Source: an optimization exercise on an open RTL-to-GDS flow (aim: small area). Production flows keep margins and buffers that such runs may drop. Only simulation tests tie the RTL to the original design; equivalence was not proved. Power is estimated from default activity; no workload was simulated.

Setup of v43:
==> flow/design.v (excerpt) <==
module least_squares_slope_core (
    input  logic                                   clk,
    input  logic                                   rst_n,
    input  logic                                   start,
    output logic                                   busy,
    input  logic signed [lss_pkg::SAMPLE_BITS-1:0] x_value,
    input  logic signed [lss_pkg::SAMPLE_BITS-1:0] y_value,
    input  logic                                   last_pair,
    output logic                                   done,
    output logic signed [lss_pkg::OUT_W-1:0]       slope,
    output logic                                   no_spread,
    output logic                                   saturated,
    output logic                                   overflowed,
    output logic [lss_pkg::CNT_W-1:0]              pair_count
);
Size in the first run: about 940 cells after synthesis, ~84 I/O pins.
export LEC_CHECK = 0
export CAP_MARGIN = 20
export CORE_MARGIN = 2
export CORE_UTILIZATION = 60
export CTS_BUF_LIST = sky130_fd_sc_hd__clkbuf_8
export CTS_CLUSTER_DIAMETER = 60
export CTS_CLUSTER_SIZE = 18
export PLACE_DENSITY = 0.75
export SLEW_MARGIN = 20
create_clock -name core_clock -period 11.0 [get_ports {clk}]
standard.sh (not shown) runs the stock make flow with config.mk's settings and CLKGATE_MAP_FILE= SYNTH_SCRIPT=/design/flow/synth_recipe.tcl, a recipe that flattens the netlist after the stock synthesis.
==> flow/flow/run.sh <==
#!/bin/bash
# The standard layout (the standard.sh, unchanged synthesis and steps), with one change:
# the port buffers that global placement inserts are made from the smallest buffer cell.
set -euo pipefail
export BUFFER_PORTS_ARGS="-buffer_cell sky130_fd_sc_hd__buf_1"
bash standard.sh > standard.log 2>&1
v43 completed end to end with timing, DRC and antenna clean.
Input changes introduced in v22 (baseline for comparison: v43):
# v43
export LEC_CHECK = 0
export CAP_MARGIN = 20
export CORE_MARGIN = 2
export CORE_UTILIZATION = 60
export CTS_BUF_LIST = sky130_fd_sc_hd__clkbuf_8
export CTS_CLUSTER_DIAMETER = 60
export CTS_CLUSTER_SIZE = 18
export PLACE_DENSITY = 0.75
export SLEW_MARGIN = 20
create_clock -name core_clock -period 11.0 [get_ports {clk}]
# v22
export LEC_CHECK = 0
export CAP_MARGIN = 20
export CORE_MARGIN = 2
export CORE_UTILIZATION = 40
export PLACE_DENSITY = 0.6
export SLEW_MARGIN = 20
create_clock -name core_clock -period 11.0 [get_ports {clk}]
==> flow/run.sh (new file) <==
#!/bin/bash
# synth_recipe.tcl (not shown) runs the flow's synth.tcl, then flattens the netlist and writes it again
# the make line also repeats each setting of config.mk as NAME=value (left out here)
make -C /OpenROAD-flow-scripts/flow DESIGN_CONFIG=/design/flow/config.mk WORK_HOME=/design/flow/orfs CLKGATE_MAP_FILE= SYNTH_SCRIPT=/design/flow/synth_recipe.tcl finish
removed: flow/flow/run.sh
removed: flow/standard.sh
[summary]
In the reports for v22 and v43, the larger total power belongs to v22. Fmax in v22 is 3.1% lower than in v43. v22 vs. v43: largest net degree at the start of global routing up 2.6%, share of total power consumed by net switching down 1.3 points, shortest clock period the worst path allows after layout up 180 ps. In v22 the number of cells in the design after placement turned out about 9% higher than in v43. Against v43, met1 wire length in v22 rose by more than 10%.
Here is what was changed in the inputs of v31 compared with v22.
# v22
export LEC_CHECK = 0
export CAP_MARGIN = 20
export CORE_MARGIN = 2
export CORE_UTILIZATION = 40
export PLACE_DENSITY = 0.6
export SLEW_MARGIN = 20
create_clock -name core_clock -period 11.0 [get_ports {clk}]
# v31
export LEC_CHECK = 0
export CAP_MARGIN = 20
export CORE_MARGIN = 2
export CORE_UTILIZATION = 40
export CTS_BUF_LIST = sky130_fd_sc_hd__clkbuf_8
export CTS_CLUSTER_DIAMETER = 60
export CTS_CLUSTER_SIZE = 18
export PLACE_DENSITY = 0.6
export SLEW_MARGIN = 20
create_clock -name core_clock -period 11.0 [get_ports {clk}]
==> comparison <==
[compare] base=v22 new=v31: worst setup slack shows a reduction of 55 ps; number of clock-tree buffers in the layout shows a reduction of 43%.
v31 vs v22 — number of filler instances in the final layout climbed slightly
Between v22 and v31, the flow reports average via count per standard cell increasing slightly.
Going from v22 to v31, clock latency at the later pin of the worst-skew pair has increased, cell count has decreased.
The part of the total power dissipated in sequential elements number comes out higher for v31 vs v22.
> inputs changed (v31 -> v15)
==> flow/flow/run.sh (new file) <==
#!/bin/bash
# The standard layout (the standard.sh, unchanged synthesis and steps), with one change:
# the port buffers that global placement inserts are made from the smallest buffer cell.
set -euo pipefail
export BUFFER_PORTS_ARGS="-buffer_cell sky130_fd_sc_hd__buf_1"
bash standard.sh > standard.log 2>&1
==> flow/standard.sh (new file) <==
#!/bin/bash
# synth_recipe.tcl (not shown) runs the flow's synth.tcl, then flattens the netlist and writes it again
# the make line also repeats each setting of config.mk as NAME=value (left out here)
make -C /OpenROAD-flow-scripts/flow DESIGN_CONFIG=/design/flow/config.mk WORK_HOME=/design/flow/orfs CLKGATE_MAP_FILE= SYNTH_SCRIPT=/design/flow/synth_recipe.tcl "${@:-finish}"
removed: flow/run.sh
## What came out
Taking v31 as the reference, in v15 peak supply drop decreased by 0.024 mV relative to the old numbers; detailed placement HPWL increased by about 1.2% relative to the old numbers; post-route cell area decreased by about 4.3% relative to the old numbers; routed length on met1 closely matched the old numbers. Per the comparison of v15 with v31, least setup slack across all paths after layout has increased; total power has increased; final worst-path cycle share has decreased.
The inputs of v25 differ from those of v15 as listed below.
# v15
export LEC_CHECK = 0
export CAP_MARGIN = 20
export CORE_MARGIN = 2
export CORE_UTILIZATION = 40
export CTS_BUF_LIST = sky130_fd_sc_hd__clkbuf_8
export CTS_CLUSTER_DIAMETER = 60
export CTS_CLUSTER_SIZE = 18
export PLACE_DENSITY = 0.6
export SLEW_MARGIN = 20
create_clock -name core_clock -period 11.0 [get_ports {clk}]
# v25
export LEC_CHECK = 0
export CAP_MARGIN = 20
export CORE_MARGIN = 2
export CORE_UTILIZATION = 40
export CTS_BUF_LIST = sky130_fd_sc_hd__clkbuf_16
export CTS_CLUSTER_DIAMETER = 80
export CTS_CLUSTER_SIZE = 25
export PLACE_DENSITY = 0.6
export SLEW_MARGIN = 20
create_clock -name core_clock -period 11.0 [get_ports {clk}]
Notes after the runs:
- The flow did not stop early for v25: all stages ran, and the layout cleared the timing, DRC and antenna checks.
- Taking v15 as the reference, in v25 worst setup slack climbed 21 ps; share of total power in combinational logic dropped 0.2 points; total power climbed about 2.2%; post-layout instance area barely changed.
- Maximum frequency was higher in the run labelled v25.
- Between v25 and v15, the routed metal-1 wirelength is higher for v15.
- v25 vs. v15: period utilization went down by 0.19 points.
- Comparing v25 with v15, the total detailed-routing wirelength came out essentially unchanged.
- Average wire length per cell after detail routing (higher): v25
- Compared with v15, v25 shows layout cell share with drive strength beyond 1 lower by 1.1 points.
- As of v25, clock power had risen by a little under 10% compared to v15.
### v25 -> v24
==> flow/run.sh (new file) <==
#!/bin/bash
# synth_recipe.tcl (not shown) runs the flow's synth.tcl, then flattens the netlist and writes it again
# the make line also repeats each setting of config.mk as NAME=value (left out here)
make -C /OpenROAD-flow-scripts/flow DESIGN_CONFIG=/design/flow/config.mk WORK_HOME=/design/flow/orfs CLKGATE_MAP_FILE= SYNTH_SCRIPT=/design/flow/synth_recipe.tcl finish
removed: flow/flow/run.sh
removed: flow/standard.sh
When the final numbers for v24 and v25 were put side by side, the combinational power turned out to be smaller in v25. Changes observed in v24 relative to v25: design area saw an increase; minimum clock period saw an increase. In the flow results for v24 and v25, the first-pass GRT wire length is larger on v25. Of v24 and v25, the higher aggregate routed wire length belongs to v25. Between v24 and v25, the global-route usage figures differ only marginally. Taking v25 as the reference, in v24 highest attainable clock frequency has remained practically unchanged; worst-case headroom to the max-slew limit has increased; number of clock buffers in the layout has decreased; worst hold slack has increased; post-detailed-route via-to-cell ratio has decreased.

-- static timing again, ports no longer ideal --
How much do the figures lean on ideal ports? The routed layouts below were timed once more, with nothing changed but the port constraints. Step 1 (the two cells are an assumption about what drives the block):
set clk [get_ports {clk}]
set_driving_cell -lib_cell sky130_fd_sc_hd__clkbuf_16 $clk
set_driving_cell -lib_cell sky130_fd_sc_hd__buf_2 [delete_from_list [all_inputs] $clk]
Step 2 adds t to the input delays and takes it off the output delays; t is the mean of the earliest and latest rising clock arrival at the registers after step 1. Input paths then give back, and output paths get back, about the clock's delay inside the block. Three values: no drivers, after step 1, after step 2; two values: the first two.
run | t (ns) | setup slack, ns | hold slack, ns | worst setup path after step 2
v43 | 0.578 | 5.290 / 5.290 / 5.290 | 0.301 / 0.301 / 0.301 | register to register
v22 | 0.569 | 5.108 / 5.061 / 5.209 | 0.317 / 0.317 / 0.317 | register to register
v31 | 0.602 | 5.053 / 5.011 / 5.247 | 0.323 / 0.323 / 0.323 | register to register
v15 | 0.585 | 5.144 / 5.144 / 5.144 | 0.323 / 0.323 / 0.323 | register to register
v25 | 0.542 | 5.165 / 5.165 / 5.165 | 0.317 / 0.317 / 0.317 | register to register
v24 | 0.538 | 5.150 / 5.104 / 5.244 | 0.324 / 0.324 / 0.324 | register to register
After both steps every run listed still meets setup and hold.
